From an optimization exercise on the open Yosys and OpenROAD flow, aimed at small area; shortcuts taken in it are not production practice. In this exercise RTL edits were held to simulation tests only and were not proved equivalent to the original. Power figures rest on the tool's default switching activity, not on a simulated workload.

===== design/flow/design.v =====
package core_pkg;
    localparam int unsigned XLEN      = 32;
    localparam int unsigned REG_IDX_W = 5;
    localparam int unsigned INSTR_W   = 32;
    typedef logic [XLEN-1:0]      word_t;
    typedef logic [REG_IDX_W-1:0] reg_idx_t;
    typedef logic [INSTR_W-1:0]   instr_t;
    typedef struct packed {
        logic     valid;
        reg_idx_t rd;
        word_t    data;
    } wrb_s;
endpackage
module reg_file (
    input  logic               clk,
    input  logic               rst_n,
    input  core_pkg::reg_idx_t rs1_idx_i,
    input  logic               rs1_fwd_i,
    input  core_pkg::reg_idx_t rs2_idx_i,
    input  logic               rs2_fwd_i,
    input  logic               rs2_imm_i,
    input  core_pkg::word_t    imm_i,
    output core_pkg::word_t    rs1_data_o,
    output core_pkg::word_t    rs2_data_o,
    input  logic               we_i,
    input  core_pkg::reg_idx_t wr_idx_i,
    input  core_pkg::word_t    wr_data_i
);
    core_pkg::word_t regs [1:31];
    logic [31:1]     we;
    logic [31:1]     hold;
    logic [3:0]  wr_lo, rs1_lo, rs2_lo;
    logic [7:0]  wr_hi, rs1_hi, rs2_hi;
    logic [31:0] rs1_sel, rs2_sel;
    always_comb begin
        for (int k = 0; k < 4; k++) begin
            wr_lo[k]  = (wr_idx_i[1:0] == k[1:0]);
            rs1_lo[k] = (rs1_idx_i[1:0] == k[1:0]);
            rs2_lo[k] = (rs2_idx_i[1:0] == k[1:0]);
        end
        for (int k = 0; k < 8; k++) begin
            wr_hi[k]  = rst_n && we_i && (wr_idx_i[4:2] == k[2:0]);
            rs1_hi[k] = !rs1_fwd_i && (rs1_idx_i[4:2] == k[2:0]);
            rs2_hi[k] = !rs2_fwd_i && !rs2_imm_i && (rs2_idx_i[4:2] == k[2:0]);
        end
        for (int r = 0; r < 32; r++) begin
            rs1_sel[r] = rs1_lo[r % 4] && rs1_hi[r / 4];
            rs2_sel[r] = rs2_lo[r % 4] && rs2_hi[r / 4];
        end
    end
    for (genvar r = 1; r < 32; r++) begin : g_row
        assign we[r]   = wr_lo[r % 4] && wr_hi[r / 4];
        assign hold[r] = rst_n && !we[r];
        always_ff @(posedge clk) begin
            regs[r] <= (regs[r] & {32{hold[r]}}) | (wr_data_i & {32{we[r]}});
        end
    end
    always_comb begin
        rs1_data_o = wr_data_i & {32{rs1_fwd_i}};
        rs2_data_o = (wr_data_i & {32{rs2_fwd_i}}) | (imm_i & {32{rs2_imm_i}});
        for (int r = 1; r < 32; r++) begin
            rs1_data_o = rs1_data_o | (regs[r] & {32{rs1_sel[r]}});
            rs2_data_o = rs2_data_o | (regs[r] & {32{rs2_sel[r]}});
        end
    end
endmodule
module int_decode (
    input  logic                clk,
    input  logic                rst_n,
    input  logic                instr_valid_i,
    input  core_pkg::instr_t    instr_i,
    input  logic                rs1_fwd_i,
    input  logic                rs2_fwd_i,
    output logic                valid_o,
    output core_pkg::reg_idx_t  rd_o,
    output core_pkg::reg_idx_t  rs1_o,
    output logic [2:0]          funct3_o,
    output logic [11:0]         imm_o,
    output logic                use_imm_o,
    output logic                rs1_fwd_o,
    output logic                rs2_fwd_o
);
    logic [6:0] opcode;
    logic [2:0] funct3;
    logic [6:0] funct7;
    logic       is_op;
    logic       is_addi;
    logic       op_ok;
    logic       valid_d;
    assign opcode = instr_i[6:0];
    assign funct3 = instr_i[14:12];
    assign funct7 = instr_i[31:25];
    assign is_op   = (opcode == 7'b0110011);
    assign is_addi = (opcode == 7'b0010011) && (funct3 == 3'b000);
    always_comb begin
        case ({funct7, funct3})
            {7'b0000000, 3'b000},
            {7'b0100000, 3'b000},
            {7'b0000000, 3'b111},
            {7'b0000000, 3'b110},
            {7'b0000000, 3'b100},
            {7'b0000000, 3'b010}: op_ok = 1'b1;
            default:              op_ok = 1'b0;
        endcase
    end
    assign valid_d = instr_valid_i && ((is_op && op_ok) || is_addi) && (instr_i[11:7] != 5'd0);
    always_ff @(posedge clk) begin
        valid_o   <= rst_n && valid_d;
        rd_o      <= instr_i[11:7];
        rs1_o     <= instr_i[19:15];
        funct3_o  <= funct3;
        imm_o     <= instr_i[31:20];
        use_imm_o <= !opcode[5];
        rs1_fwd_o <= rs1_fwd_i;
        rs2_fwd_o <= rs2_fwd_i && opcode[5];
    end
endmodule
module forward_unit (
    input  core_pkg::reg_idx_t rs1_idx_i,
    input  core_pkg::reg_idx_t rs2_idx_i,
    input  logic               ex_valid_i,
    input  core_pkg::reg_idx_t ex_rd_i,
    output logic               rs1_fwd_o,
    output logic               rs2_fwd_o
);
    assign rs1_fwd_o = ex_valid_i && (ex_rd_i == rs1_idx_i);
    assign rs2_fwd_o = ex_valid_i && (ex_rd_i == rs2_idx_i);
endmodule
module int_execute (
    input  core_pkg::word_t  op_a_i,
    input  core_pkg::word_t  op_b_i,
    input  logic [2:0]       funct3_i,
    input  logic             sub_i,
    output core_pkg::word_t  result_o
);
    core_pkg::word_t b_x;
    core_pkg::word_t p;
    core_pkg::word_t g;
    core_pkg::word_t gp;
    core_pkg::word_t pp;
    core_pkg::word_t carry;
    core_pkg::word_t sum;
    logic            slt;
    assign b_x = op_b_i ^ {32{sub_i}};
    assign p   = op_a_i ^ b_x;
    assign g   = op_a_i & b_x;
    always_comb begin
        gp    = g;
        pp    = p;
        gp[0] = g[0] | (p[0] & sub_i);
        for (int d = 1; d < 32; d = d * 2) begin
            for (int i = 2 * d - 1; i < 32; i = i + 2 * d) begin
                gp[i] = gp[i] | (pp[i] & gp[i - d]);
                pp[i] = pp[i] & pp[i - d];
            end
        end
        for (int d = 8; d >= 1; d = d / 2) begin
            for (int i = 3 * d - 1; i < 32; i = i + 2 * d) begin
                gp[i] = gp[i] | (pp[i] & gp[i - d]);
                pp[i] = pp[i] & pp[i - d];
            end
        end
    end
    assign carry = {gp[30:0], sub_i};
    assign sum   = p ^ carry;
    assign slt = (op_a_i[31] ^ op_b_i[31]) ? op_a_i[31] : sum[31];
    always_comb begin
        case (funct3_i)
            3'b000:  result_o = sum;
            3'b010:  result_o = {31'd0, slt};
            3'b100:  result_o = p;
            3'b110:  result_o = p | g;
            default: result_o = g;
        endcase
    end
endmodule
module pipeline_top (
    input  logic             clk,
    input  logic             rst_n,
    input  logic             instr_valid_i,
    input  core_pkg::instr_t instr_i,
    output core_pkg::wrb_s   wrb_o
);
    logic               ex_valid;
    core_pkg::reg_idx_t ex_rd;
    core_pkg::reg_idx_t ex_rs1;
    logic [2:0]         ex_funct3;
    logic [11:0]        ex_imm;
    logic               ex_use_imm;
    logic               ex_rs1_fwd;
    logic               ex_rs2_fwd;
    logic               ex_sub;
    logic               rs1_fwd;
    logic               rs2_fwd;
    core_pkg::word_t    op_a;
    core_pkg::word_t    op_b;
    core_pkg::word_t    result;
    core_pkg::wrb_s     wrb_q;
    forward_unit forward_module (
        .rs1_idx_i  (instr_i[19:15]),
        .rs2_idx_i  (instr_i[24:20]),
        .ex_valid_i (ex_valid),
        .ex_rd_i    (ex_rd),
        .rs1_fwd_o  (rs1_fwd),
        .rs2_fwd_o  (rs2_fwd)
    );
    int_decode decode_module (
        .clk           (clk),
        .rst_n         (rst_n),
        .instr_valid_i (instr_valid_i),
        .instr_i       (instr_i),
        .rs1_fwd_i     (rs1_fwd),
        .rs2_fwd_i     (rs2_fwd),
        .valid_o       (ex_valid),
        .rd_o          (ex_rd),
        .rs1_o         (ex_rs1),
        .funct3_o      (ex_funct3),
        .imm_o         (ex_imm),
        .use_imm_o     (ex_use_imm),
        .rs1_fwd_o     (ex_rs1_fwd),
        .rs2_fwd_o     (ex_rs2_fwd)
    );
    reg_file reg_file_module (
        .clk        (clk),
        .rst_n      (rst_n),
        .rs1_idx_i  (ex_rs1),
        .rs1_fwd_i  (ex_rs1_fwd),
        .rs2_idx_i  (ex_imm[4:0]),
        .rs2_fwd_i  (ex_rs2_fwd),
        .rs2_imm_i  (ex_use_imm),
        .imm_i      ({{20{ex_imm[11]}}, ex_imm}),
        .rs1_data_o (op_a),
        .rs2_data_o (op_b),
        .we_i       (wrb_q.valid),
        .wr_idx_i   (wrb_q.rd),
        .wr_data_i  (wrb_q.data)
    );
    assign ex_sub = (ex_funct3 == 3'b010) || ((ex_funct3 == 3'b000) && ex_imm[10] && !ex_use_imm);
    int_execute execute_module (
        .op_a_i   (op_a),
        .op_b_i   (op_b),
        .funct3_i (ex_funct3),
        .sub_i    (ex_sub),
        .result_o (result)
    );
    always_ff @(posedge clk) begin
        wrb_q.valid <= rst_n && ex_valid;
        wrb_q.rd    <= ex_rd;
        wrb_q.data  <= result;
    end
    assign wrb_o = wrb_q;
endmodule

===== design/flow/flow/run.sh =====
#!/bin/bash
# Standard ORFS layout with three changes in how it is made:
#  - synthesis maps the combinational logic with flow/abc.script (an
#    area-oriented ABC script) in place of ORFS's abc_speed.script, and leaves
#    adders to ABC (no full/half-adder cells); the rest of synthesis,
#    including the registers, is the standard one;
#  - ports are buffered with buf_1 cells;
#  - clock tree synthesis uses clkbuf_8 leaf buffers in smaller clusters and
#    no dummy loads.
set -euo pipefail
W=$(pwd)
mkdir -p "$W/abc_scripts"
cp -r "$FLOW_HOME/scripts/." "$W/abc_scripts/"
cp "$W/flow/abc.script" "$W/abc_scripts/abc_speed.script"
bash "$W/standard.sh" SCRIPTS_DIR="$W/abc_scripts" ADDER_MAP_FILE= synth > "$W/synth.log" 2>&1
bash "$W/standard.sh" \
  "BUFFER_PORTS_ARGS=-buffer_cell sky130_fd_sc_hd__buf_1" \
  "CTS_ARGS=-sink_clustering_enable -repair_clock_nets -buf_list sky130_fd_sc_hd__clkbuf_8 -sink_clustering_size 14 -sink_clustering_max_diameter 80 -dont_use_dummy_load" \
  finish > "$W/layout.log" 2>&1

===== design/flow/flow/abc.script =====
&get -n
&st
&if -g -K 6
&st
&dch
&nf -R 1000
&put
topo
stime -c

===== design/flow/standard.sh =====
#!/bin/bash
# synth_recipe.tcl (not shown) runs the flow's synth.tcl, then flattens the netlist and writes it again
# the make line also repeats each setting of config.mk as NAME=value (left out here)
make -C /OpenROAD-flow-scripts/flow DESIGN_CONFIG=/design/flow/config.mk WORK_HOME=/design/flow/orfs CLKGATE_MAP_FILE= SYNTH_SCRIPT=/design/flow/synth_recipe.tcl "${@:-finish}"

===== design/flow/config.mk =====
export PLATFORM = sky130hd
export DESIGN_NAME = pipeline_top
export DESIGN_NICKNAME = pipeline_top
export VERILOG_FILES = /design/flow/design.v
export SDC_FILE = /design/flow/constraint.sdc
export NUM_CORES = 4
export LEC_CHECK = 0
export ABC_AREA = 0
export CAP_MARGIN = 20
export CORE_MARGIN = 2
export CORE_UTILIZATION = 50
export SLEW_MARGIN = 20

===== design/flow/constraint.sdc =====
create_clock -name core_clock -period 6.5 [get_ports {clk}]
set_input_delay 1.3000 -clock core_clock [delete_from_list [all_inputs] [get_ports {clk}]]
set_output_delay 1.3000 -clock core_clock [all_outputs]
set_load 0.01 [all_outputs]

==> results.ini, run 1 <==
[timing]
setup_viol = 0
min_period_ps = 6140
rsz0062_at_grt = no
finalSetupTns_ps = 0
period_share_pct = 94.4
worstMarginPinSlew_ps = 1260
hold_viol_final = 0
setup_ws_ps = 361
finClkSkew_ps = 62.2
drv_slew = 0
slew_headroom_pct = 16.1
fmax_ghz = 0.163

[cts]
cts_buffers = 85
htree_levels = 3
clkSlewWorstSetupHoldPaths_ps = 100
cts-root-buf = clkbuf_8
clock_latency_ps = 840
cts.path.max_buffers = 3
holdBufCountCts = 0
cts_tree = done
clock-sinks = 1059

[logic_synthesis]
yosys_warnings = 5
ys_top_cells_by_count = 1068 x a22o_1, 1059 x dfxtp_1, 348 x a22oi_1, 274 x a222oi_1, 236 x nand2_1
synth-compound-area-share_pct = 39.8
synth-seq-cells = 1059
synth_simple_gate_area_share_pct = 9.26
ys_seq_area_share_pct = 49.3
synth_nets = 4060
synthDistinctLibCells = 52
synth-async-reset-ratio_pct = 0
ys.flop_type = dfxtp_1
synth_fa_ha_area_share_pct = 0
netlist_area_sq_um = 43000
synth_mux_area_share_pct = 0.128
synth.largest_area_cell = dfxtp_1
synthCells = 4025
yosys.area_share.xor_xnor_pct = 1.26
yosys.area.top_type_share_pct = 49.3
avgSynthCellArea_sq_um = 10.7
synth-edff-count = 0
ys_top_cells_by_area = dfxtp_1 49%, a22o_1 22%, a222oi_1 6.4%
synth_top_family_by_area = compound AO/OA/AOI/OAI gates
yosysMostFrequentCell = a22o_1

[die]
die_h_um = 297
die_area_sq_um = 88500
core_area_sq_um = 85300
ioPinCount = 73
start_util_pct = 50.5
die_x_um = 297
rows = 107

[placement]
hpwl_um = 155000
placed_area_sq_um = 47600
gp_congestion = 1.07
place_worst_setup_slack_ps = 452
io_buffer_count = 72
dpl.cell_count = 5496

[setup_path]
cp_max_fo = 18
r2r-start = decode_module.use_imm_o
crit_chain = or2_0 > nor2_1 > nand2_1 > buf_4 > nor2_2 > buf_4 > a22o_1 > a221oi_1 > nand4_1 > nor3_1 > xor2_1 > nor3_1 > clkinv_1 > nand2_1 > nor4_2 > nor2b_1 > a211oi_1 > and2_0 > nand2b_1 > nor2b_1 > nor3_1 > a2111oi_0 > a21oi_1
critPathCapture = wrb_q[26]
reg2regPathDepth = 23
cpPeakStageDelay_ps = 750
rrSetupSlack_ps = 360
required_ps = 7190
timing_worst_setup_path_type = flip-flop to flip-flop
cp_num_cells = 23
critPathSlowestCell = nand4_1
startpoint = decode_module.use_imm_o
start_kind = flip-flop
endpoint_kind = flip-flop
cp_common_cell = nor3_1
path_buf_inv = 3
arrival_ps = 6830
crit_family = simple AND/OR/NAND/NOR gates
r2r_end = wrb_q[26]

[layout]
nets = 4479
stdcell_count = 5594
drive_gt1_share_pct = 10.9
syn2layout_area_growth_pct = 13.7
design_area_sq_um = 49000

[drt]
drtPass1Iterations = 16
drc = 0
vias_per_cell = 8.36
num_vias = 46700
routed_wl_um = 242000
ant_nets = 0
wire_per_inst_um = 43.3
first_iter_violations = 11700

[grt]
overflow = 0
grtUsageTotal_pct = 52.5
grt_max_degree = 44
grt_pass1_wl_um = 334000
antenna_found_initial = 9
grt_pass1_vias = 42600

[outcome]
status = no timing/DRC/antenna violations

[power_and_ir_drop]
powerDensity_nw_per_um2 = 223
peakVddDrop_mv = 0.181
p_leak_nw = 17.4

[hold_path]
hold_path_class = flip-flop to flip-flop

[flow_run]
drv_cap = 0

==> what timing repair did <==
| item | 4_1_cts | 5_1_grt |
|---|---|---|
| setup buffers | 0 | 0 |
| hold endpoints to repair | 0 | 0 |
| resized for setup | 0 | 8 |
| endpoints found under the setup margin | 0 | 11 |
==> cell usage in the layout (no fill, tap or decap), types with 10 or more instances in the layout <==
| cell | netlist | routed |
|---|---|---|
| and4_1 | 16 | 16 |
| a22oi_1 | 348 | 348 |
| buf_4 | 1 | 251 |
| o21ai_0 | 44 | 44 |
| a222oi_1 | 274 | 274 |
| a221oi_1 | 84 | 83 |
| a31oi_1 | 17 | 16 |
| or3_1 | 16 | 16 |
| nor2b_1 | 44 | 11 |
| dfxtp_1 | 1059 | 1057 |
| nand4_1 | 118 | 118 |
| nor2_2 | 0 | 15 |
| a2111oi_0 | 21 | 16 |
| nor2b_4 | 0 | 32 |
| nor2_1 | 174 | 84 |
| a21oi_1 | 130 | 130 |
| clkbuf_8 | 0 | 85 |
| nor2_4 | 0 | 75 |
| o22ai_1 | 12 | 12 |
| clkinv_1 | 28 | 28 |
| nand2_1 | 236 | 236 |
| and3_1 | 24 | 24 |
| xnor2_1 | 35 | 35 |
| buf_1 | 0 | 71 |
| nor3_1 | 40 | 34 |
| a211oi_1 | 10 | 10 |
| a22o_1 | 1068 | 1068 |
| or2_0 | 14 | 14 |
| nand2b_1 | 18 | 18 |
| nand3_1 | 94 | 94 |
| xor2_1 | 27 | 27 |
==> per-stage QoR <==
step	total power (W)	utilization (%)	hold slack, ps
6_report	0.0109	57.4	366
2_1_floorplan	0.00705	-	366
5_1_grt	0.0111	57.4	377
4_1_cts	0.0108	57.2	372
3_5_place_dp	0.00754	55.9	376
3_3_place_gp	0.00754	55.9	377
==> worst min path at each step <==
| stage | slack (ps) | end | cells past startpoint | start |
|---|---|---|---|---|
| 6_report | 370 | wrb_q[36] | 0 | decode_module.rd_o[4] |
| 5_1_grt | 380 | wrb_q[36] | 0 | decode_module.rd_o[4] |
| 4_1_cts | 370 | wrb_q[36] | 0 | decode_module.rd_o[4] |
| 3_5_place_dp | 380 | wrb_q[36] | 0 | decode_module.rd_o[4] |
| 3_3_place_gp | 380 | wrb_q[36] | 0 | decode_module.rd_o[4] |
| 2_1_floorplan | 370 | wrb_q[34] | 0 | decode_module.rd_o[2] |
==> layer usage <==
layer  track usage [%]  part of all wire (%)  vias up
met1              65.3                    35    22400
met2              71.7                    39     4961
met5            0.0541                 0.027        -
met4              44.9                    11       10
met3              18.7                    15     1282
li1                  -                     -    18100
==> sequential cells by signal (all words and copies together) (netlist names) <==
register                 cells
decode_module.rs1_o          5
decode_module.rs2_fwd_o      1
wrb_q                       38
decode_module.rd_o           5
reg_file_module.regs       992
decode_module.funct3_o       3
decode_module.valid_o        1
decode_module.imm_o         12
decode_module.use_imm_o      1
decode_module.rs1_fwd_o      1
==> cells by family (layout without fill, tap and decap cells) <==
| group | count (synthesis) | count (layout) |
|---|---|---|
| AOI/OAI and AO/OA | 2053 | 2053 |
| DFF | 1059 | 1059 |
| and+or+nand+nor | 819 | 819 |
| xor gates and xnor gates | 62 | 62 |
| buffers and inverters | 29 | 446 |
| muxes | 3 | 3 |
| other | 0 | 8 |
==> where the power goes <==
group	internal (W)	leakage (nW)	switching (W)	total, W
logic	0.000180	8.19	0.000707	0.000887
clock network	0.00117	0.611	0.00228	0.00345
registers	0.00651	8.54	0.0000680	0.00657
total	0.00786	17.4	0.00306	0.0109
==> layout make-up <==
type,count,area (sq um)
antenna,8,20.0
clock buffer,85,1170
fill,7506,36300
inverter,28,105
multi-input combinational,2937,22700
sequential,1059,21200
tap,1144,1430
timing repair buffer,333,2370
==> run 2, diff against run 1 <==
==> design/flow/flow/run.sh (replaced) <==
#!/bin/bash
set -euo pipefail
W=$(pwd)
mkdir -p "$W/abc_scripts"
cp -r "$FLOW_HOME/scripts/." "$W/abc_scripts/"
cp "$W/flow/abc.script" "$W/abc_scripts/abc_speed.script"
bash "$W/standard.sh" SCRIPTS_DIR="$W/abc_scripts" ADDER_MAP_FILE= synth > "$W/synth.log" 2>&1
bash "$W/standard.sh" \
  "BUFFER_PORTS_ARGS=-buffer_cell sky130_fd_sc_hd__buf_1" \
  SLEW_MARGIN=0 CAP_MARGIN=0 \
  place > "$W/place.log" 2>&1
bash "$W/standard.sh" \
  "BUFFER_PORTS_ARGS=-buffer_cell sky130_fd_sc_hd__buf_1" \
  "CTS_ARGS=-sink_clustering_enable -repair_clock_nets -buf_list sky130_fd_sc_hd__clkbuf_8 -sink_clustering_size 14 -sink_clustering_max_diameter 80 -dont_use_dummy_load" \
  finish > "$W/layout.log" 2>&1
==> design/flow/flow/abc.script (replaced) <==
&get -n
&st
&if -g -K 4
&st
&dch -f
&nf -R 1000
&put
buffer -c
topo
stime -c
upsize -c
dnsize -c
--- a/design/flow/config.mk
+++ b/design/flow/config.mk
@@ -8,5 +8,5 @@
 export ABC_AREA = 0
-export CAP_MARGIN = 20
+export CAP_MARGIN = 10
 export CORE_MARGIN = 2
 export CORE_UTILIZATION = 50
-export SLEW_MARGIN = 20
+export SLEW_MARGIN = 10
==> run 2 against run 1 <==
Compared with the run above:
- count of clock-buffer cells in the layout unchanged
- first-iteration DRC count is 8.5% lower
- hold slack better by 35 ps
- critical endpoint is now wrb_q[27]
- highest routed layer unchanged
==> results.ini, run 2 <==
[setup_path]
arrival_ps = 6720  ; -110 ps
cp_max_fo = 18  ; unchanged
endpoint_kind = flip-flop
required_ps = 7120  ; -70 ps
start_kind = flip-flop
reg2regPathDepth = 25  ; +8.7%
timing_worst_setup_path_type = flip-flop to flip-flop

[timing]
drv_slew = 0  ; unchanged
period_share_pct = 93.9  ; -0.60 points
finalSetupTns_ps = 0  ; unchanged
worstMarginPinSlew_ps = 1260  ; +5.03 ps
fmax_ghz = 0.164  ; +0.64%
setup_viol = 0  ; unchanged
rsz0062_at_grt = no
slew_headroom_pct = 15.6  ; -0.51 points
min_period_ps = 6100  ; -38.7 ps
finClkSkew_ps = 53.6  ; -8.67 ps
hold_viol_final = 0  ; unchanged

[logic_synthesis]
yosys.area.top_type_share_pct = 47.3  ; -1.9 points
synth-compound-area-share_pct = 38.2  ; -1.6 points
synth-seq-cells = 1059  ; unchanged
ys.flop_type = dfxtp_1
synth-async-reset-ratio_pct = 0  ; unchanged
ys_top_cells_by_count = 1059 x dfxtp_1, 1029 x a22o_1, 495 x a222oi_1, 453 x clkbuf_1, 145 x nor2_1
synth-edff-count = 0  ; unchanged
synth_fa_ha_area_share_pct = 0  ; unchanged
yosys.area_share.xor_xnor_pct = 1.13  ; -0.13 points
synthCells = 4303  ; +6.9%
synth_nets = 4338  ; +6.8%
synthDistinctLibCells = 73  ; +40%
synth_top_family_by_area = compound AO/OA/AOI/OAI gates
yosysMostFrequentCell = dfxtp_1
ys_top_cells_by_area = dfxtp_1 47%, a22o_1 20%, a222oi_1 11%
synth_simple_gate_area_share_pct = 7.84  ; -1.4 points
yosys_warnings = 5  ; unchanged
synth_mux_area_share_pct = 0  ; -0.13 points
ys_seq_area_share_pct = 47.3  ; -1.9 points
avgSynthCellArea_sq_um = 10.4  ; -2.6%
synth.largest_area_cell = dfxtp_1
netlist_area_sq_um = 44800  ; +4.1%

[layout]
final_common_cell = dfxtp_1
largest_reg_flops = 992  ; unchanged
nets = 4118  ; -8.1%
largestRegisters = reg_file_module.regs (992), wrb_q (38), decode_module.imm_o (12)
syn2layout_area_growth_pct = 5.91
drive_gt1_share_pct = 11.3  ; +0.38 points
top_register = reg_file_module.regs
final_cell_mix = 1053 x dfxtp_1, 1029 x a22o_1, 495 x a222oi_1
final_core_util_pct = 53.5  ; -3.9 points

[cts]
holdBufCountCts = 0  ; unchanged
clock_latency_ps = 780  ; -60 ps
clock-sinks = 1059  ; unchanged
cts-root-buf = clkbuf_8
cts_buffers = 85  ; unchanged
cts_setup_buffers = 0  ; unchanged
htree_levels = 3  ; unchanged
cts.path.max_buffers = 3  ; unchanged
cts_tree = done
clkSlewWorstSetupHoldPaths_ps = 110  ; about the same

[drt]
routed_wl_um = 190000  ; -22%
first_iter_violations = 10800  ; -8.5%
vias_per_cell = 7.92  ; -5.2%
drc = 0  ; unchanged
num_vias = 41600  ; -11%
wire_per_inst_um = 36.2  ; -16%
drtPass1Iterations = 17  ; +1
ant_nets = 0  ; unchanged

[power_and_ir_drop]
p_leak_nw = 16.6  ; -4.6%
seq_power_share_pct = 61.2  ; +1.0 points
power_switching_w = 0.00292  ; -4.6%
swShare_pct = 27.1  ; -0.94 points
p_total_w = 0.0108  ; -1.3%
pwr-share-clk_pct = 31.5  ; about the same
powerDensity_nw_per_um2 = 227  ; +1.8%
comb_power_share_pct = 7.3  ; -0.8 points
peakVddDrop_mv = 0.142  ; -21%
p_int_w = 0.00785  ; about the same

[die]
die_area_sq_um = 92000  ; +4.0%
core_area_sq_um = 88600  ; +3.9%
start_util_pct = 50.5  ; +0.063 points
die_x_um = 303  ; +2.0%
die_h_um = 303  ; +2.0%
ioPinCount = 73  ; unchanged
rows = 109  ; +1.9%

[placement]
io_buffer_count = 72  ; unchanged
gp_congestion = 0.984  ; -7.7%
hpwl_um = 123000  ; -20%

[grt]
grt_max_degree = 58  ; +32%
grtUsageTotal_pct = 39.8  ; -13 points
antenna_found_initial = 12  ; +3
overflow = 0  ; unchanged
grt_pass1_wl_um = 273000  ; -18%
grt_pass1_vias = 38200  ; -10%

[hold_path]
holdPathStages = 0  ; unchanged
hold_path_class = flip-flop to flip-flop

[flow_run]
drv_cap = 0  ; unchanged

[outcome]
status = no timing/DRC/antenna violations

==> run 2: cell count changes in the layout (fill, tap and decap cells not counted), moves of 36 or more <==
cell	change
a22oi_1	-292
a222oi_1	+221
nand2_1	-94
a221o_1	+57
buf_4	-55
nand3_1	-44
and4b_1	+43
a22o_1	-39
a21oi_1	-36
==> run 2: per-layer routing <==
| layer | part of all wire, % | vias up | GRT usage, % |
|---|---|---|---|
| li1 | - | 17300 | - |
| met1 | 39 | 20300 | 54.8 |
| met2 | 41 | 3456 | 56.6 |
| met3 | 16 | 513 | 16.4 |
| met4 | 3.2 | 14 | 11.7 |
| met5 | 0.19 | - | 2.28 |
==> run 2: power groups by stage <==
stage	Sequential, W	Combinational [W]	Clock [W]
after floorplan	0.00668	0.000454	0
after global placement	0.00673	0.000756	0
after detailed placement	0.00673	0.000757	0
after CTS	0.00658	0.000759	0.00340
after global routing	0.00659	0.000816	0.00363
final	0.00659	0.000792	0.00339
==> run 2: cell families after synthesis <==
| logic type | Yosys count |
|---|---|
| compound gates | 1937 |
| flops | 1059 |
| simple gates | 644 |
| buf+inv | 605 |
| xor+xnor | 58 |
==> run 2: worst paths after layout <==
| kind | startpoint | end | slack (ps) |
|---|---|---|---|
| setup / recovery | decode_module.imm_o[1] | wrb_q[27] | 400 |
| hold reg to reg | decode_module.rd_o[4] | wrb_q[36] | 400 |
| hold / removal | decode_module.rd_o[4] | wrb_q[36] | 400 |
| setup reg to reg | decode_module.imm_o[1] | wrb_q[27] | 400 |
==> run 2: area by class of cell <==
type	count	area (sq um)
Fill cell	7912	41200
Multi-Input combinational cell	2639	21700
Sequential cell	1059	21200
Timing Repair Buffer	269	1760
Tap cell	1165	1460
Clock buffer	85	1170
Inverter	29	109
Antenna cell	7	17.5
==> run 2: critical path, cell delays in order, from the launching register on <==
cell and delay [ps]:
dfxtp_1 420, nand2_1 420, nor2_2 1010, a222oi_1 230, nand4_1 300, and4b_1 290, nand4_1 100, a221o_1 180
nor3b_1 70, a31oi_1 330, inv_1 90, nor2_2 190, and2_1 170, nand2_1 60, nand4b_1 210, nor3_1 260
nor3_2 140, nor4_2 350, or2_4 200, inv_2 30, o21ai_2 130, a21oi_1 100, xor2_1 140, nor2_1 50
a2111oi_0 400, a21oi_1 70
==> run 2: through the flow <==
step	setup WS [ps]	cells	instance area (sq um)	hold slack, ps
2_1_floorplan	1970	4303	44800	362
3_3_place_gp	654	5161	46300	379
3_5_place_dp	621	5161	46300	381
4_1_cts	597	5246	47400	394
5_1_grt	2.88	5247	47400	406
6_report	400	5253	47400	401
==> run 2: what timing repair did <==
action / in CTS / in global routing
hold endpoints to repair: 0 / 0
setup endpoints to repair: 0 / 1
gates resized for setup: 0 / 1
==> run 3, diff against run 2 <==
--- a/design/flow/design.v
+++ b/design/flow/design.v
@@ -28,5 +28,9 @@
 );
-    core_pkg::word_t regs [1:31];
-    logic [31:1]     we;
-    logic [31:1]     hold;
+    core_pkg::word_t store [1:31];
+    logic            phase;
+    core_pkg::word_t nd;
+    logic [31:1]     w;
+    logic [31:1]     nw;
+    core_pkg::word_t rs1_raw;
+    core_pkg::word_t rs2_raw;
     logic [3:0]  wr_lo, rs1_lo, rs2_lo;
@@ -41,3 +45,3 @@
         for (int k = 0; k < 8; k++) begin
-            wr_hi[k]  = rst_n && we_i && (wr_idx_i[4:2] == k[2:0]);
+            wr_hi[k]  = we_i && (wr_idx_i[4:2] == k[2:0]);
             rs1_hi[k] = !rs1_fwd_i && (rs1_idx_i[4:2] == k[2:0]);
@@ -50,17 +54,23 @@
     end
+    always_ff @(posedge clk) begin
+        phase <= rst_n && !phase;
+    end
+    assign nd = wr_data_i ^ {32{phase}};
     for (genvar r = 1; r < 32; r++) begin : g_row
-        assign we[r]   = wr_lo[r % 4] && wr_hi[r / 4];
-        assign hold[r] = rst_n && !we[r];
+        assign w[r]  = (wr_lo[r % 4] && wr_hi[r / 4]) || !rst_n;
+        assign nw[r] = !(wr_lo[r % 4] && wr_hi[r / 4] && rst_n);
         always_ff @(posedge clk) begin
-            regs[r] <= (regs[r] & {32{hold[r]}}) | (wr_data_i & {32{we[r]}});
-        end
-    end
-    always_comb begin
-        rs1_data_o = wr_data_i & {32{rs1_fwd_i}};
-        rs2_data_o = (wr_data_i & {32{rs2_fwd_i}}) | (imm_i & {32{rs2_imm_i}});
+            store[r] <= ~((store[r] | {32{w[r]}}) & ({32{nw[r]}} | nd));
+        end
+    end
+    always_comb begin
+        rs1_raw = nd & {32{rs1_fwd_i}};
+        rs2_raw = (nd & {32{rs2_fwd_i}}) | ((imm_i ^ {32{phase}}) & {32{rs2_imm_i}});
         for (int r = 1; r < 32; r++) begin
-            rs1_data_o = rs1_data_o | (regs[r] & {32{rs1_sel[r]}});
-            rs2_data_o = rs2_data_o | (regs[r] & {32{rs2_sel[r]}});
-        end
-    end
+            rs1_raw = rs1_raw | (store[r] & {32{rs1_sel[r]}});
+            rs2_raw = rs2_raw | (store[r] & {32{rs2_sel[r]}});
+        end
+    end
+    assign rs1_data_o = rs1_raw ^ {32{phase && (rs1_idx_i != 5'd0)}};
+    assign rs2_data_o = rs2_raw ^ {32{phase && (rs2_imm_i || (rs2_idx_i != 5'd0))}};
 endmodule
==> run 3 against run 2 <==
Compared with the run above:
- still clean
- utilization rose by 0.44 points
- sequential share of layout area rose by 1.7 points
- die area fell by 4.9%
- fmax fell by 0.71%
- critical endpoint is now wrb_q[31]
- largest power group unchanged
==> results.ini, run 3 <==
[outcome]
status = no timing/DRC/antenna violations

[cts]
cts.path.max_buffers = 3  ; unchanged
cts_buffers = 85  ; unchanged
htree_levels = 3  ; unchanged
holdBufCountCts = 0  ; unchanged
clock-sinks = 1060  ; +0.094%
clock_latency_ps = 750  ; -30 ps
clkSlewWorstSetupHoldPaths_ps = 110  ; about the same
cts_tree = done
cts-root-buf = clkbuf_8

[logic_synthesis]
avgSynthCellArea_sq_um = 9.84  ; -5.5%
synthDistinctLibCells = 67  ; -8.2%
netlist_area_sq_um = 42600  ; -5.0%
ys_top_cells_by_area = dfxtp_1 50%, o22ai_1 15%, a222oi_1 12%
synth.largest_area_cell = dfxtp_1
ys_seq_area_share_pct = 49.9  ; +2.5 points
synth_nets = 4363  ; +0.58%
ys_top_cells_by_count = 1060 x dfxtp_1, 998 x o22ai_1, 529 x a222oi_1, 459 x clkbuf_1, 169 x nand2_1
synth-seq-cells = 1060  ; +0.094%
synth-edff-count = 0  ; unchanged
synth-async-reset-ratio_pct = 0  ; unchanged
yosysMostFrequentCell = dfxtp_1
ys.flop_type = dfxtp_1
yosys.area.top_type_share_pct = 49.9  ; +2.5 points
synthCells = 4328  ; +0.58%
yosys_warnings = 5  ; unchanged

[die]
die_x_um = 296  ; -2.5%
core_area_sq_um = 84700  ; -4.4%
die_h_um = 296  ; -2.5%
die_area_sq_um = 87500  ; -4.9%
rows = 107  ; -1.8%
start_util_pct = 50.2  ; -0.31 points
ioPinCount = 73  ; unchanged

[drt]
ant_nets = 0  ; unchanged
drtPass1Iterations = 14  ; -3
routed_wl_um = 184000  ; -3.0%
first_iter_violations = 10500  ; -2.3%
wire_per_inst_um = 34.6  ; -4.3%
num_vias = 42200  ; +1.3%
drc = 0  ; unchanged
vias_per_cell = 7.92  ; about the same

[grt]
grt_pass1_vias = 38800  ; +1.6%
overflow = 0  ; unchanged
antenna_found_initial = 9  ; -3
grtUsageTotal_pct = 40.6  ; +0.77 points
grt_pass1_wl_um = 266000  ; -2.5%
grt_max_degree = 66  ; +14%

[timing]
period_share_pct = 94.5  ; +0.67 points
slew_headroom_pct = 23.6  ; +8.0 points
worstMarginPinSlew_ps = 1150  ; -118 ps
min_period_ps = 6140  ; +43.4 ps
rsz0062_at_grt = no
finalSetupTns_ps = 0  ; unchanged
setup_viol = 0  ; unchanged
fmax_ghz = 0.163  ; -0.71%
drv_slew = 0  ; unchanged
finClkSkew_ps = 55.9  ; +2.38 ps
hold_viol_final = 0  ; unchanged

[layout]
stdcell_count = 5323  ; +1.3%
final_common_cell = dfxtp_1
top_register = reg_file_module.store
final_cell_mix = 1056 x dfxtp_1, 998 x o22ai_1, 529 x a222oi_1
largestRegisters = reg_file_module.store (992), wrb_q (38), decode_module.imm_o (12)
drive_gt1_share_pct = 11.4  ; +0.14 points
fillCellCount = 7769  ; -1.8%
multi_input_area_sq_um = 19800  ; -8.8%
nets = 4215  ; +2.4%
syn2layout_area_growth_pct = 7.44
largest_reg_flops = 992  ; unchanged
regArea_sq_um = 21200  ; about the same

[flow_run]
drv_cap = 0  ; unchanged

[setup_path]
required_ps = 7080  ; -40 ps
start_kind = flip-flop
endpoint_kind = flip-flop
crit_family = simple AND/OR/NAND/NOR gates
arrival_ps = 6730  ; about the same
startpoint = decode_module.rs1_o[4]
crit_chain = nor2_1 > nand3_1 > nor2_2 > buf_4 > a222oi_1 > nand4_1 > and4b_1 > nand4_1 > xnor2_1 > xnor2_1 > or4_1 > nor2_1 > nor3_4 > nor3_1 > a31oi_1 > o2bb2ai_1 > nor4_1 > nor2_1 > nand2_1 > xor2_1 > a211oi_1 > a21oi_1
timing_worst_setup_path_type = flip-flop to flip-flop
critPathSlowestCell = a222oi_1
path_buf_inv = 1  ; -1
cpPeakStageDelay_ps = 560  ; -450 ps
cp_max_fo = 12  ; -6
r2r-start = decode_module.rs1_o[4]
cp_common_cell = nor2_1

[placement]
gp_congestion = 0.957  ; -2.7%
io_buffer_count = 72  ; unchanged
dpl.cell_count = 5236  ; +1.5%
hpwl_um = 118000  ; -4.4%

[hold_path]
hold_path_class = flip-flop to flip-flop
worstHoldStart = decode_module.rd_o[2]

[power_and_ir_drop]
powerDensity_nw_per_um2 = 300  ; +32%
p_total_w = 0.0137  ; +27%
peakVddDrop_mv = 0.163  ; +15%
p_leak_nw = 15.7  ; -5.0%

==> run 3: changes by cell type after synthesis, sizes merged, moves of 34 or more <==
cell / previous run / this run
a22o: 1029 / 12
o22ai: 5 / 998
buf: 121 / 72
nor2: 150 / 101
xor2: 18 / 64
nand3: 51 / 94
o21ai: 44 / 83
a222oi: 495 / 529
==> run 3: path summary, 6_finish.rpt <==
| path | end | slack [ps] | cells past startpoint |
|---|---|---|---|
| max reg2reg | wrb_q[31] | 360 | 22 |
| max | wrb_q[31] | 360 | 22 |
| min reg2reg | wrb_q[34] | 440 | 0 |
| min | wrb_q[34] | 440 | 0 |
==> run 3: cells by family after synthesis <==
kind of cell              Yosys count  share of synthesized area [%]
and+or+nand+nor                   644                           8.10
DFF                              1060                           49.9
xor gates and xnor gates          130                           2.71
AOI/OAI and AO/OA                1943                           34.3
buffers and inverters             551                           5.08
==> run 3: cell type report <==
class,count,share of cell area [%]
multi-input combinational,2717,43.3
sequential,1060,46.4
timing repair buffer,296,4.42
tap,1144,3.13
antenna,1,0.00547
inverter,20,0.164
clock buffer,85,2.56
==> run 3: through the flow <==
step / hold slack [ps] / utilization (%) / worst slack (ps) / instance area (sq um)
after global routing: 437 / 54.0 / 34.6 / 45700
after detailed placement: 404 / 52.5 / 444 / 44500
after floorplan: 362 / - / 2030 / 42600
after global placement: 411 / 52.5 / 472 / 44500
after CTS: 422 / 53.9 / 402 / 45700
final: 437 / 54.0 / 356 / 45700
==> run 3: power by group <==
group / switching (W) / internal, W
clock: 0.00218 / 0.00117
sequential: 0.000482 / 0.00699
combinational: 0.00191 / 0.000981
total: 0.00458 / 0.00914
==> run 3: what timing repair did <==
| item | in CTS | in global routing |
|---|---|---|
| resized for setup | 0 | 5 |
| setup buffers | 0 | 1 |
| endpoints found under the setup margin | 0 | 3 |
==> run 3: metal layers <==
layer / part of all wire [%] / vias to the layer above / GRT usage, %
met1: 39 / 20500 / 54.5
met5: 0.022 / - / 0
met3: 15 / 649 / 13.7
li1: - / 17700 / -
met2: 42 / 3363 / 58.8
met4: 4.9 / 4 / 18.5
==> run 4, diff against run 3 <==
--- a/design/flow/config.mk
+++ b/design/flow/config.mk
@@ -11,2 +11,3 @@
 export CORE_UTILIZATION = 50
+export PLACE_DENSITY = 0.75
 export SLEW_MARGIN = 10
==> run 4 against run 3 <==
Compared with the run above:
- routed wire length down 5.8%
- final cell count down 0.41%
- die area unchanged
- non-clock buffer count down 25
- global-route usage down 2.7 points
- still clean
- combinational power down 2%
- highest routed layer unchanged
- count of clock-buffer cells in the layout unchanged
==> results.ini, run 4 <==
[die]
die_x_um = 296  ; unchanged
core_area_sq_um = 84700  ; unchanged
die_area_sq_um = 87500  ; unchanged
start_util_pct = 50.2  ; unchanged
rows = 107  ; unchanged
die_h_um = 296  ; unchanged
ioPinCount = 73  ; unchanged

[cts]
htree_levels = 3  ; unchanged
cts_setup_buffers = 0  ; unchanged
clkSlewWorstSetupHoldPaths_ps = 100  ; about the same
cts_tree = done
clock-sinks = 1060  ; unchanged
cts_buffers = 85  ; unchanged
ctsResizeCount = 0  ; unchanged
holdBufCountCts = 0  ; unchanged
clock_latency_ps = 750  ; about the same
cts.path.max_buffers = 3  ; unchanged
cts-root-buf = clkbuf_8

[placement]
hpwl_um = 110000  ; -6.9%
gp_congestion = 0.995  ; +3.9%
place_worst_setup_slack_ps = 596  ; +152 ps
placed_area_sq_um = 44300  ; -0.50%
io_buffer_count = 72  ; unchanged

[setup_path]
cp_common_cell = nand2_1
r2r-start = reg_file_module.phase
reg2regPathDepth = 24  ; +9.1%
arrival_ps = 6690  ; -40 ps
required_ps = 7100  ; +20 ps
path_buf_inv = 0  ; -1
endpoint_kind = flip-flop
crit_family = compound AO/OA/AOI/OAI gates
rrSetupSlack_ps = 410  ; +60 ps
cp_num_cells = 24  ; +9.1%
crit_chain = xor2_2 > nand2_1 > o21ai_0 > a221oi_1 > nand4_1 > a211oi_1 > and3_1 > nand4_1 > a221oi_1 > xnor2_1 > or2_2 > nand2_1 > nand2_1 > o21ai_1 > nand2_1 > nand4_1 > a31oi_1 > and2_1 > o31ai_1 > nand3_1 > a21oi_1 > nor2_1 > a21oi_1 > a21oi_1
start_kind = flip-flop
cpPeakStageDelay_ps = 800  ; +240 ps
r2r_end = wrb_q[27]
cp_max_fo = 31  ; +19
startpoint = reg_file_module.phase
critPathSlowestCell = dfxtp_4
timing_worst_setup_path_type = flip-flop to flip-flop
critPathCapture = wrb_q[27]

[timing]
period_share_pct = 93.7  ; -0.85 points
worstMarginPinSlew_ps = 1340  ; +193 ps
setup_viol = 0  ; unchanged
slew_headroom_pct = 10.6  ; -13 points
fmax_ghz = 0.164  ; +0.91%
drv_slew = 0  ; unchanged
finalSetupTns_ps = 0  ; unchanged
rsz0062_at_grt = no
setup_ws_ps = 411  ; +55.3 ps
min_period_ps = 6090  ; -55.3 ps
finClkSkew_ps = 63.3  ; +7.32 ps
hold_viol_final = 0  ; unchanged

[logic_synthesis]
ys_top_cells_by_count = 1060 x dfxtp_1, 998 x o22ai_1, 529 x a222oi_1, 459 x clkbuf_1, 169 x nand2_1
yosys_warnings = 5  ; unchanged
ys.flop_type = dfxtp_1
synth-async-reset-ratio_pct = 0  ; unchanged
synth-seq-cells = 1060  ; unchanged
netlist_area_sq_um = 42600  ; unchanged
avgSynthCellArea_sq_um = 9.84  ; unchanged
synthDistinctLibCells = 67  ; unchanged
ys_top_cells_by_area = dfxtp_1 50%, o22ai_1 15%, a222oi_1 12%
yosys.area.top_type_share_pct = 49.9  ; unchanged
synth.largest_area_cell = dfxtp_1
yosysMostFrequentCell = dfxtp_1
synth-edff-count = 0  ; unchanged
synthCells = 4328  ; unchanged
synth_nets = 4363  ; unchanged
ys_seq_area_share_pct = 49.9  ; unchanged

[layout]
syn2layout_area_growth_pct = 6.88
top_register = reg_file_module.store
largest_reg_flops = 992  ; unchanged
final_cell_mix = 1057 x dfxtp_1, 998 x o22ai_1, 529 x a222oi_1
nets = 4190  ; -0.59%
drive_gt1_share_pct = 11.0  ; -0.41 points
fillCellCount = 7538  ; -3.0%
design_area_sq_um = 45500  ; -0.52%
largestRegisters = reg_file_module.store (992), wrb_q (38), decode_module.imm_o (12)
final_common_cell = dfxtp_1
multi_input_area_sq_um = 19800  ; -0.27%
regArea_sq_um = 21200  ; about the same

[drt]
vias_per_cell = 8.14  ; +2.7%
met2_length_um = 72200  ; -5.8%
routed_wl_um = 174000  ; -5.8%
m1WireLength_um = 59500  ; -16%
drtPass1Iterations = 17  ; +3
ant_nets = 0  ; unchanged
wire_per_inst_um = 32.8  ; -5.4%
first_iter_violations = 11700  ; +11%
dr_wl_met3_um = 31000  ; +13%
drc = 0  ; unchanged
highest_layer = met5
num_vias = 43100  ; +2.3%

[grt]
overflow = 0  ; unchanged
grt_pass1_vias = 40000  ; +3.1%
grtUsageTotal_pct = 37.8  ; -2.7 points
grt_max_degree = 68  ; +3.0%
grt_pass1_wl_um = 252000  ; -5.2%
antenna_found_initial = 6  ; -3

[power_and_ir_drop]
p_leak_nw = 15.6  ; -0.88%
peakVddDrop_mv = 0.170  ; +4.2%
powerDensity_nw_per_um2 = 298  ; -0.51%

[outcome]
status = no timing/DRC/antenna violations

[hold_path]
hold_path_class = flip-flop to flip-flop

[flow_run]
drv_cap = 0  ; unchanged

[run 4: changes by cell type in the layout (fill, tap and decap cells not counted), sizes merged]
cell | before | now
buf | 296 | 270
diode | 1 | 4
clkbuf | 85 | 86
[run 4: worst min path at each step]
stage,slack (ps),to,from,cells past startpoint
3_3_place_gp,380,wrb_q[36],decode_module.rd_o[4],0
5_1_grt,410,wrb_q[36],decode_module.rd_o[4],0
3_5_place_dp,380,wrb_q[36],decode_module.rd_o[4],0
2_1_floorplan,360,wrb_q[34],decode_module.rd_o[2],0
6_report,390,wrb_q[36],decode_module.rd_o[4],0
4_1_cts,390,wrb_q[36],decode_module.rd_o[4],0
[run 4: where the power goes]
part	internal, W	switching (W)	leakage, nW
Combinational	0.000963	0.00187	6.09
Sequential	0.00699	0.000455	8.89
Clock	0.00117	0.00212	0.611
Total	0.00912	0.00445	15.6
[run 4: layer usage]
layer / vias to the layer above / track usage [%]
li1: 17600 / -
met1: 20500 / 45.5
met2: 3978 / 55.4
met3: 1030 / 18.4
met4: 8 / 20.5
met5: - / 0.166
[run 4: metrics by stage]
stage / hold slack [ps] / total power, W / util, % / cells
3_5_place_dp: 382 / 0.0102 / 52.3 / 5212
4_1_cts: 394 / 0.0134 / 53.7 / 5297
3_3_place_gp: 384 / 0.0102 / 52.3 / 5212
2_1_floorplan: 362 / 0.00926 / - / 4328
6_report: 395 / 0.0136 / 53.7 / 5301
5_1_grt: 408 / 0.0139 / 53.7 / 5300
[run 4: worst reg2reg max path, stage by stage, from the launching register on]
cell and delay (ps):
dfxtp_4 800, xor2_2 360, nand2_1 160, o21ai_0 140
a221oi_1 410, nand4_1 170, a211oi_1 650, and3_1 330
nand4_1 190, a221oi_1 320, xnor2_1 170, or2_2 370
nand2_1 70, nand2_1 70, o21ai_1 210, nand2_1 80
nand4_1 150, a31oi_1 150, and2_1 190, o31ai_1 340
nand3_1 170, a21oi_1 200, nor2_1 60, a21oi_1 180
a21oi_1 60
[run 4: cell type report]
type | instances | share of cell area [%]
Tap cell | 1144 | 3.15
Timing Repair Buffer | 271 | 4.02
Antenna cell | 4 | 0.0220
Sequential cell | 1060 | 46.7
Inverter | 20 | 0.165
Multi-Input combinational cell | 2717 | 43.4
Clock buffer | 85 | 2.57
[run 4: kinds of logic after synthesis]
group | share of synthesized area [%]
AND/OR/NAND/NOR | 8.10
flip-flops | 49.9
AO/OA/AOI/OAI | 34.3
buffers and inverters | 5.08
XOR/XNOR | 2.71
==> run 5, diff against run 4 <==
--- a/design/flow/flow/run.sh
+++ b/design/flow/flow/run.sh
@@ -13,3 +13,3 @@
   "BUFFER_PORTS_ARGS=-buffer_cell sky130_fd_sc_hd__buf_1" \
-  "CTS_ARGS=-sink_clustering_enable -repair_clock_nets -buf_list sky130_fd_sc_hd__clkbuf_8 -sink_clustering_size 14 -sink_clustering_max_diameter 80 -dont_use_dummy_load" \
+  "CTS_ARGS=-sink_clustering_enable -repair_clock_nets -buf_list sky130_fd_sc_hd__clkbuf_8 -sink_clustering_size 16 -sink_clustering_max_diameter 80 -dont_use_dummy_load" \
   finish > "$W/layout.log" 2>&1
--- a/design/flow/config.mk
+++ b/design/flow/config.mk
@@ -8,3 +8,3 @@
 export ABC_AREA = 0
-export CAP_MARGIN = 10
+export CAP_MARGIN = 5
 export CORE_MARGIN = 2
@@ -12,2 +12,2 @@
 export PLACE_DENSITY = 0.75
-export SLEW_MARGIN = 10
+export SLEW_MARGIN = 5
==> run 5 against run 4 <==
Compared with the run above:
- still clean
- non-clock buffer count is the same
- first-iteration DRC count shrank 3.0%
- register-to-register slack gained 20 ps
- via count grew 0.36%
- area after synthesis is the same
- hold slack lost 2.8 ps
- largest cell class unchanged
- largest power group unchanged
- highest routed layer is now met4
==> results.ini, run 5 <==
[placement]
hpwl_um = 110000  ; unchanged
io_buffer_count = 72  ; unchanged
gp_congestion = 0.995  ; unchanged

[setup_path]
startpoint = decode_module.rs1_o[3]
r2r_end = wrb_q[15]
arrival_ps = 6690  ; about the same
timing_worst_setup_path_type = flip-flop to flip-flop
r2r-start = decode_module.rs1_o[3]
endpoint_kind = flip-flop
cp_max_fo = 16  ; -48%
start_kind = flip-flop
rrSetupSlack_ps = 430  ; +20 ps
reg2regPathDepth = 26  ; +8.3%
required_ps = 7130  ; +30 ps
critPathCapture = wrb_q[15]

[layout]
fillCellCount = 7522  ; -0.21%
nets = 4181  ; -0.21%
largest_reg_flops = 992  ; unchanged
syn2layout_area_growth_pct = 6.58
final_cell_mix = 1057 x dfxtp_1, 998 x o22ai_1, 529 x a222oi_1
final_common_cell = dfxtp_1
largestRegisters = reg_file_module.store (992), wrb_q (38), decode_module.imm_o (12)
drive_gt1_share_pct = 10.8  ; -0.19 points
top_register = reg_file_module.store
final_core_util_pct = 53.5  ; -0.15 points
multi_input_area_sq_um = 19800  ; unchanged
regArea_sq_um = 21200  ; unchanged

[grt]
grt_max_degree = 68  ; unchanged
antenna_found_initial = 4  ; -2
grtUsageTotal_pct = 37.8  ; about the same
overflow = 0  ; unchanged
grt_pass1_vias = 40000  ; -0.010%
grt_pass1_wl_um = 252000  ; about the same

[logic_synthesis]
synthCells = 4328  ; unchanged
synth-seq-cells = 1060  ; unchanged
ys.flop_type = dfxtp_1
yosys_warnings = 5  ; unchanged
synth_nets = 4363  ; unchanged
ys_seq_area_share_pct = 49.9  ; unchanged
yosysMostFrequentCell = dfxtp_1
netlist_area_sq_um = 42600  ; unchanged
ys_top_cells_by_area = dfxtp_1 50%, o22ai_1 15%, a222oi_1 12%
ys_top_cells_by_count = 1060 x dfxtp_1, 998 x o22ai_1, 529 x a222oi_1, 459 x clkbuf_1, 169 x nand2_1
synth-edff-count = 0  ; unchanged
yosys.area.top_type_share_pct = 49.9  ; unchanged
synthDistinctLibCells = 67  ; unchanged
synth-async-reset-ratio_pct = 0  ; unchanged
synth.largest_area_cell = dfxtp_1
avgSynthCellArea_sq_um = 9.84  ; unchanged

[power_and_ir_drop]
powerDensity_nw_per_um2 = 296  ; -0.79%
peakVddDrop_mv = 0.158  ; -7.2%
p_leak_nw = 15.5  ; -0.42%

[cts]
cts_setup_buffers = 0  ; unchanged
clock_latency_ps = 750  ; about the same
clock-sinks = 1060  ; unchanged
cts_buffers = 76  ; -11%
htree_levels = 3  ; unchanged
holdBufCountCts = 0  ; unchanged
cts-root-buf = clkbuf_8
cts.path.max_buffers = 3  ; unchanged
clkSlewWorstSetupHoldPaths_ps = 110  ; about the same
cts_tree = done

[die]
core_area_sq_um = 84700  ; unchanged
rows = 107  ; unchanged
die_area_sq_um = 87500  ; unchanged
start_util_pct = 50.2  ; unchanged
ioPinCount = 73  ; unchanged
die_x_um = 296  ; unchanged
die_h_um = 296  ; unchanged

[timing]
setup_viol = 0  ; unchanged
slew_headroom_pct = 12.4  ; +1.8 points
hold_viol_final = 0  ; unchanged
drv_slew = 0  ; unchanged
hold_slack_ps = 392  ; -2.76 ps
finClkSkew_ps = 68.3  ; +5.04 ps
finalSetupTns_ps = 0  ; unchanged
period_share_pct = 93.3  ; -0.33 points
rsz0062_at_grt = no
min_period_ps = 6070  ; -21.6 ps
fmax_ghz = 0.165  ; +0.36%
worstMarginPinSlew_ps = 1310  ; -26.5 ps

[drt]
ant_nets = 0  ; unchanged
num_vias = 43300  ; +0.36%
first_iter_violations = 11300  ; -3.0%
routed_wl_um = 174000  ; about the same
drtPass1Iterations = 17  ; unchanged
drc = 0  ; unchanged
vias_per_cell = 8.18  ; +0.55%
wire_per_inst_um = 32.8  ; +0.22%

[flow_run]
drv_cap = 0  ; unchanged

[hold_path]
hold_path_class = flip-flop to flip-flop

[outcome]
status = no timing/DRC/antenna violations

==> run 5: logic make-up (layout without fill, tap and decap cells) <==
logic type	count (synthesis)	in the layout	share of synthesized area, %
xor+xnor	130	130	2.71
simple gates	644	644	8.10
other cells	0	3	0
compound gates	1943	1943	34.3
buf+inv	551	367	5.08
flops	1060	1060	49.9
==> run 5: cell type report <==
type | instances | area share [%]
Inverter | 20 | 0.165
Tap cell | 1144 | 3.15
Multi-Input combinational cell | 2717 | 43.5
Clock buffer | 76 | 2.31
Sequential cell | 1060 | 46.8
Antenna cell | 3 | 0.0165
Timing Repair Buffer | 271 | 4.03
==> run 5: metal layers <==
layer | up-vias | GRT usage [%] | wire (um)
met5 | - | 0 | 0
met4 | 0 | 19.9 | 10800
met3 | 1045 | 17.9 | 30900
met2 | 4107 | 55.9 | 72200
met1 | 20500 | 45.6 | 59800
li1 | 17600 | - | -
==> run 5: what timing repair did <==
item,in CTS,in global routing
endpoints found under the hold margin,0,0
setup endpoints to repair,0,1
resized for setup,0,3
==> run 5: report_power, final <==
group          total (W)  internal (W)  switching, W  leakage, nW
clock network    0.00315       0.00105       0.00209        0.546
registers        0.00744       0.00699      0.000455         8.89
logic            0.00284      0.000963       0.00188         6.09
total             0.0134       0.00900       0.00442         15.5
==> run 5: worst min-delay path by stage <==
stage,to,slack [ps],cells after the start,from
CTS,wrb_q[36],400,0,decode_module.rd_o[4]
detailed placement,wrb_q[36],380,0,decode_module.rd_o[4]
global route,wrb_q[36],410,0,decode_module.rd_o[4]
floorplan,wrb_q[34],360,0,decode_module.rd_o[2]
global placement,wrb_q[36],380,0,decode_module.rd_o[4]
finish,wrb_q[36],390,0,decode_module.rd_o[4]
==> run 5: per-stage QoR <==
step                area [sq um]  power (W)  std cells  setup WS (ps)
detailed placement         44300     0.0102       5212            596
global route               45400     0.0138       5289           65.1
global placement           44300     0.0102       5212            706
CTS                        45400     0.0132       5288            553
floorplan                  42600    0.00926       4328           2030
finish                     45400     0.0134       5291            433
==> run 5: worst max-delay path: stages, from the launching register on <==
cell and delay, ps:
dfxtp_1 470, nor2b_1 210, nand2_1 180, nor2_2 1030, a222oi_1 250, nand4_1 260
and4b_1 250, nand3_1 80, a221oi_1 80, xnor2_1 160, or2_1 280, and2_1 200
inv_1 60, o21ai_0 90, a31oi_2 260, nor2_1 120, nor3_2 440, buf_4 190
nand2b_1 230, inv_1 130, a21oi_2 230, inv_1 60, a21oi_1 230, o21ai_1 100
a21oi_1 140, o21ai_0 100, a22oi_1 130

==> static timing again, ports no longer ideal <==
The flow's constraints put no driver on any port. The routed layouts listed below were extracted and timed again, unchanged, in two steps.
Step 1: set_driving_cell puts a clkbuf_16 on clk and a buf_2 on each other input, an assumption about the parent block.
Step 2, shift: input delay + t, output delay - t, t = (earliest + latest rising clock arrival at the registers) / 2. This alone moves slack from input paths to output paths.
Three values: ideal ports, drivers, drivers and shift; two values: the first two.
run | t, ns | setup WS [ns] | slew at the worst register clock pin (ns)
run 1 | 0.879 | 0.361 / 0.361 / 0.361 | 0.11 / 0.11
run 2 | 0.821 | 0.400 / 0.400 / 0.400 | 0.11 / 0.11
run 3 | 0.782 | 0.356 / 0.356 / 0.356 | 0.11 / 0.11
run 4 | 0.778 | 0.411 / 0.411 / 0.411 | 0.11 / 0.11
run 5 | 0.786 | 0.433 / 0.433 / 0.433 | 0.11 / 0.11
After both steps setup and hold are still met in every run listed.
